Background: an optimization exercise with open tools, aiming at small area, a short achievable clock period and few clock cycles per item. Do not read the settings as production practice. The RTL was checked by simulation tests, not by an equivalence proof against the original design. Power is estimated from default activity; no workload was simulated.

Design tri_setup_top, start of the top module:
module tri_setup_top (
	input  logic                     clk100,
	input  logic                     rst_n,
	input  logic                     next_frame,
	input  tri_setup_pkg::vtx_word_t vtx_data,
	input  logic                     vtx_empty,
	input  logic                     tri_wait,
	output logic                     vtx_pop,
	output tri_setup_pkg::tri_word_t tri_data,
	output logic                     tri_push
);
	localparam int W  = tri_setup_pkg::COORD_W;
	localparam int CW = tri_setup_pkg::CNT_W;
	logic                    idle;
	logic                    norm;
	logic                    run;
	logic                    first;
	logic [3*(W+1)-1:0]      dx;
	logic [3*(W+1)-1:0]      dy;
	tri_setup_pkg::tri_hdr_t hdr;
	logic [2:0]              ord;
	logic [W+1:0]            w    [0:2];
	logic [W:0]              d    [0:2];
	logic [2:0]              neg;
	logic [2:0]              last;
	logic [2:0]              step;
	logic [5:0]              digit;
	logic [2:0]              dnz;
	vertex_sort u_sort (
		.clk100   (clk100),
		.idle     (idle),
		.norm     (norm),
		.vtx_data (vtx_data),
		.dx       (dx),
		.dy       (dy),
		.hdr      (hdr),
		.ord      (ord)
	);
	for (genvar k = 0; k < 3; k++)
	begin : g_edge
		logic [W+1:0]  w_norm;
		logic [W-1:0]  d_norm;
		logic [3:0]    lza_norm;
		logic [3:0]    lzd_norm;
		logic          neg_norm;
		slope_issue u_issue (
			.dx     (w[k][W:0]),
			.dy     (d[k]),
			.w_init (w_norm),
			.dvs    (d_norm),
			.lz_a   (lza_norm),
			.lz_d   (lzd_norm),
			.neg    (neg_norm)
		);
		slope_divider u_div (
  ...
For scale: about 4300 cells after synthesis, ~31000 um2 of cells after synthesis.
==> module setup_sequencer, before the edit <==
module setup_sequencer (
	input  logic clk100,
	input  logic rst_n,
	input  logic next_frame,
	input  logic vtx_empty,
	input  logic tri_wait,
	input  logic div_last,       
	output logic idle,           
	output logic norm,           
	output logic run,
	output logic first,          
	output logic vtx_pop,
	output logic tri_push
);
	always_ff @(posedge clk100 or negedge rst_n)
	begin
		if (!rst_n)
		begin
			norm     <= 1'b0;
			first    <= 1'b0;
			run      <= 1'b0;
			tri_push <= 1'b0;
		end
		else if (next_frame)
		begin
			norm     <= 1'b0;
			first    <= 1'b0;
			run      <= 1'b0;
			tri_push <= 1'b0;
		end
		else
		begin
			norm     <= vtx_pop;
			first    <= norm;
			run      <= norm || (run && !div_last);
			tri_push <= run && div_last;
		end
	end
	assign idle    = !norm && !run && !tri_push;
	assign vtx_pop = idle && !vtx_empty && !tri_wait && !next_frame;
endmodule
==> module vertex_sort, before the edit <==
module vertex_sort (
	input  logic                      clk100,
	input  logic                      idle,
	input  logic                      norm,
	input  tri_setup_pkg::vtx_word_t  vtx_data,
	output logic [3*(tri_setup_pkg::COORD_W+1)-1:0] dx,   
	output logic [3*(tri_setup_pkg::COORD_W+1)-1:0] dy,
	output tri_setup_pkg::tri_hdr_t   hdr,
	output logic [2:0]                ord          
);
	localparam int W = tri_setup_pkg::COORD_W;
	tri_setup_pkg::coord_t vx [0:2];
	tri_setup_pkg::coord_t vy [0:2];
	tri_setup_pkg::row_t   vr [0:2];
	logic       a_le_b;
	logic       a_le_c;
	logic       b_le_c;
	logic [1:0] i_top;
	logic [1:0] i_mid;
	logic [1:0] i_bot;
	logic       same_row;
	tri_setup_pkg::coord_t hx [0:2];
	tri_setup_pkg::row_t   hr [0:2];
	logic [2:0]            req;                     
	always_comb
	begin
		for (int i = 0; i < 3; i++)
		begin
			vx[i] = vtx_data[(5-i)*W +: W];
			vy[i] = vtx_data[(2-i)*W +: W];
			vr[i] = vy[i][W-1:2];
		end
	end
	assign dx = {{1'b0, vx[1]} - {1'b0, vx[0]}, {1'b0, vx[2]} - {1'b0, vx[0]}, {1'b0, vx[2]} - {1'b0, vx[1]}};
	assign dy = {{1'b0, vy[1]} - {1'b0, vy[0]}, {1'b0, vy[2]} - {1'b0, vy[0]}, {1'b0, vy[2]} - {1'b0, vy[1]}};
	assign a_le_b = !dy[2*(W+1)+W];
	assign a_le_c = !dy[(W+1)+W];
	assign b_le_c = !dy[W];
	always_ff @(posedge clk100)
	begin
		if (idle)
		begin
			for (int i = 0; i < 3; i++)
			begin
				hx[i] <= vx[i];
				hr[i] <= vr[i];
			end
			req <= {vr[0] == vr[1], vr[0] == vr[2], vr[1] == vr[2]};
			ord <= {a_le_b, a_le_c, b_le_c};
		end
		else if (norm)
		begin
			hx[0] <= hx[i_top];
			hx[1] <= same_row ? hx[i_mid] : hx[i_top];
			hr[0] <= hr[i_top];
			hr[1] <= hr[i_mid];
			hr[2] <= hr[i_bot];
		end
	end
	always_comb
	begin
		case (ord)
			3'b111:  {i_top, i_mid, i_bot} = {2'd0, 2'd1, 2'd2};
			3'b110:  {i_top, i_mid, i_bot} = {2'd0, 2'd2, 2'd1};
			3'b011:  {i_top, i_mid, i_bot} = {2'd1, 2'd0, 2'd2};
			3'b100:  {i_top, i_mid, i_bot} = {2'd2, 2'd0, 2'd1};
			3'b001:  {i_top, i_mid, i_bot} = {2'd1, 2'd2, 2'd0};
			3'b000:  {i_top, i_mid, i_bot} = {2'd2, 2'd1, 2'd0};
			default: {i_top, i_mid, i_bot} = {2'd0, 2'd1, 2'd2};   
		endcase
	end
	assign same_row = req[i_bot];
	assign hdr = {hx[0], hx[1], hr[0], hr[1], hr[2]};
endmodule
==> module slope_collect, before the edit <==
module slope_collect (
	input  logic                     clk100,
	input  logic                     norm,      
	input  logic [2:0]               step,      
	input  logic [5:0]               digit,     
	input  logic [2:0]               dnz,       
	input  logic [2:0]               neg,
	input  logic [2:0]               ord,
	input  tri_setup_pkg::tri_hdr_t  hdr,
	output tri_setup_pkg::tri_word_t tri_data
);
	tri_setup_pkg::quot_t  quot [0:2];       
	tri_setup_pkg::slope_t s    [0:2];
	logic [1:0] i_top;
	logic [1:0] i_mid;
	logic [1:0] i_bot;
	logic [1:0] src [0:2];
	always_comb
	begin
		case (ord)
			3'b111:  {i_top, i_mid, i_bot} = {2'd0, 2'd1, 2'd2};
			3'b110:  {i_top, i_mid, i_bot} = {2'd0, 2'd2, 2'd1};
			3'b011:  {i_top, i_mid, i_bot} = {2'd1, 2'd0, 2'd2};
			3'b100:  {i_top, i_mid, i_bot} = {2'd2, 2'd0, 2'd1};
			3'b001:  {i_top, i_mid, i_bot} = {2'd1, 2'd2, 2'd0};
			3'b000:  {i_top, i_mid, i_bot} = {2'd2, 2'd1, 2'd0};
			default: {i_top, i_mid, i_bot} = {2'd0, 2'd1, 2'd2};
		endcase
	end
	assign src[2] = i_mid;
	assign src[1] = i_bot;
	assign src[0] = i_top;
	for (genvar e = 0; e < 3; e++)
	begin : g_quot
		logic       e_step;
		logic [1:0] e_digit;
		logic       e_dnz;
		logic       e_neg;
		tri_setup_pkg::slope_t q;
		always_comb
		begin
			case (src[e])
				2'd0:    {e_step, e_digit, e_dnz, e_neg} = {step[0], digit[1:0], dnz[0], neg[0]};
				2'd1:    {e_step, e_digit, e_dnz, e_neg} = {step[1], digit[3:2], dnz[1], neg[1]};
				default: {e_step, e_digit, e_dnz, e_neg} = {step[2], digit[5:4], dnz[2], neg[2]};
			endcase
		end
		logic [11:1] low;
		logic        neg_r;              
		logic [tri_setup_pkg::SLOPE_W-1:0] below;
		always_ff @(posedge clk100)
			neg_r <= e_neg;
		always_ff @(posedge clk100)
		begin
			if (norm)
			begin
				quot[e] <= '0;
				low     <= '0;
			end
			else if (e_step)
			begin
				quot[e] <= {quot[e][tri_setup_pkg::QUOT_BITS-3:0], e_digit};
				low     <= {low[10:1], 1'b0} | {11{e_dnz}};
			end
		end
		always_comb
		begin
			below[0] = 1'b0;
			for (int i = 1; i < tri_setup_pkg::SLOPE_W; i++)
				if (i >= 2 * 11)
					below[i] = low[11];
				else if (i % 2 == 0)
					below[i] = low[i / 2];
				else if (i == 1)
					below[i] = quot[e][0];
				else
					below[i] = low[i / 2] || quot[e][i - 1];
		end
		assign q    = {{(tri_setup_pkg::SLOPE_W-tri_setup_pkg::QUOT_BITS){1'b0}}, quot[e]};
		assign s[e] = q ^ (below & {tri_setup_pkg::SLOPE_W{neg_r}});
	end
	assign tri_data = {hdr, s[2], s[1], s[0]};
endmodule
clock: 4.5 ns
lec_check: 0
abc_area: 1
cap_margin: 20
core_margin: 2
core_utilization: 40
setup_slack_margin: 1.2
slew_margin: 20
run.sh (not shown) runs the stock make flow with config.mk's settings and CLKGATE_MAP_FILE= SYNTH_SCRIPT=/design/flow/synth_recipe.tcl, a recipe that flattens the netlist after the stock synthesis.
Testbench counts at the start, summed over its fixed seeds: cycles 8,061, items 800.
Edit:
--- a/flow/design.v
+++ b/flow/design.v
@@ -54,9 +54,9 @@
 			tri_push <= run && div_last;
 		end
 	end
 	assign idle    = !norm && !run && !tri_push;
-	assign vtx_pop = idle && !vtx_empty && !tri_wait && !next_frame;
+	assign vtx_pop = idle && !vtx_empty && !tri_wait && !next_frame && rst_n;
 endmodule
 `timescale 1ns/10ps
 module vertex_sort (
 	input  logic                      clk100,
@@ -81,8 +81,13 @@
 	logic       same_row;
 	tri_setup_pkg::coord_t hx [0:2];
 	tri_setup_pkg::row_t   hr [0:2];
 	logic [2:0]            req;                     
+	tri_setup_pkg::coord_t x_top;
+	tri_setup_pkg::coord_t x_right;
+	tri_setup_pkg::row_t   r_top;
+	tri_setup_pkg::row_t   r_mid;
+	tri_setup_pkg::row_t   r_bot;
 	always_comb
 	begin
 		for (int i = 0; i < 3; i++)
 		begin
@@ -109,13 +114,29 @@
 			ord <= {a_le_b, a_le_c, b_le_c};
 		end
 		else if (norm)
 		begin
-			hx[0] <= hx[i_top];
-			hx[1] <= same_row ? hx[i_mid] : hx[i_top];
-			hr[0] <= hr[i_top];
-			hr[1] <= hr[i_mid];
-			hr[2] <= hr[i_bot];
+			hx[0] <= x_top;
+			hx[1] <= x_right;
+			hr[0] <= r_top;
+			hr[1] <= r_mid;
+			hr[2] <= r_bot;
+		end
+	end
+	always_comb
+	begin
+		x_top   = '0;
+		x_right = '0;
+		r_top   = '0;
+		r_mid   = '0;
+		r_bot   = '0;
+		for (int i = 0; i < 3; i++)
+		begin
+			x_top   = x_top   | ({W{i_top == i}} & hx[i]);
+			x_right = x_right | ({W{same_row ? (i_mid == i) : (i_top == i)}} & hx[i]);
+			r_top   = r_top   | ({(W-2){i_top == i}} & hr[i]);
+			r_mid   = r_mid   | ({(W-2){i_mid == i}} & hr[i]);
+			r_bot   = r_bot   | ({(W-2){i_bot == i}} & hr[i]);
 		end
 	end
 	always_comb
 	begin
@@ -318,8 +339,9 @@
 				2'd1:    {e_step, e_digit, e_dnz, e_neg} = {step[1], digit[3:2], dnz[1], neg[1]};
 				default: {e_step, e_digit, e_dnz, e_neg} = {step[2], digit[5:4], dnz[2], neg[2]};
 			endcase
 		end
+		logic [3:0]  zeros;
 		logic [11:1] low;
 		logic        neg_r;              
 		logic [tri_setup_pkg::SLOPE_W-1:0] below;
 		always_ff @(posedge clk100)
@@ -328,17 +350,23 @@
 		begin
 			if (norm)
 			begin
 				quot[e] <= '0;
-				low     <= '0;
+				zeros   <= 4'd11;
 			end
 			else if (e_step)
 			begin
 				quot[e] <= {quot[e][tri_setup_pkg::QUOT_BITS-3:0], e_digit};
-				low     <= {low[10:1], 1'b0} | {11{e_dnz}};
+				if (e_dnz)
+					zeros <= 4'd0;
+				else if (zeros != 4'd11)
+					zeros <= zeros + 1'b1;
 			end
 		end
 		always_comb
+			for (int k = 1; k <= 11; k++)
+				low[k] = zeros < k;
+		always_comb
 		begin
 			below[0] = 1'b0;
 			for (int i = 1; i < tri_setup_pkg::SLOPE_W; i++)
 				if (i >= 2 * 11)
=> The changed run went through all stages and came out clean; synthesized area drops by 0.84%; final cell count drops by 0.50%; sequential power drops by 11%; worst setup slack loses 77 ps; die area drops by 0.83%; global-route usage climbs by 0.65 points; cell area drops by 1.4%; clock power drops by 8.2%; power drops by 16%; register-to-register slack loses 40 ps; utilization is about the same; combinational power drops by 19%; clock-buffer cell count climbs by 5.
Testbench counts after the change, summed over its fixed seeds: cycles 8,061, items 800.

## separate check: timing with driven ports
In the flow no input, the clock included, has a driving cell. The finished layouts below were timed again as built, in two steps.
Step 1, drivers: a clkbuf_16 drives clk100 and a buf_2 each remaining input, both assumed.
Step 2 also shifts input and output timing later by t, the mid clock arrival at the registers, as if the neighbouring blocks saw the same clock.
Slacks: ideal / step 1 / step 2; pairs: ideal / step 1.
run	t (ns)	setup WS [ns]	hold WS [ns]	pins driven straight from the clock port
the first run	0.663	1.312 / 1.312 / 0.675	0.462 / 0.462 / 0.462	1
the second run	0.640	1.235 / 1.164 / 0.714	0.488 / 0.488 / 0.488	1
After both steps setup and hold are still met in every run listed. For the first run, which loses most, drivers alone change the setup slack by 0.000 ns; drivers and shift together by -0.637 ns.
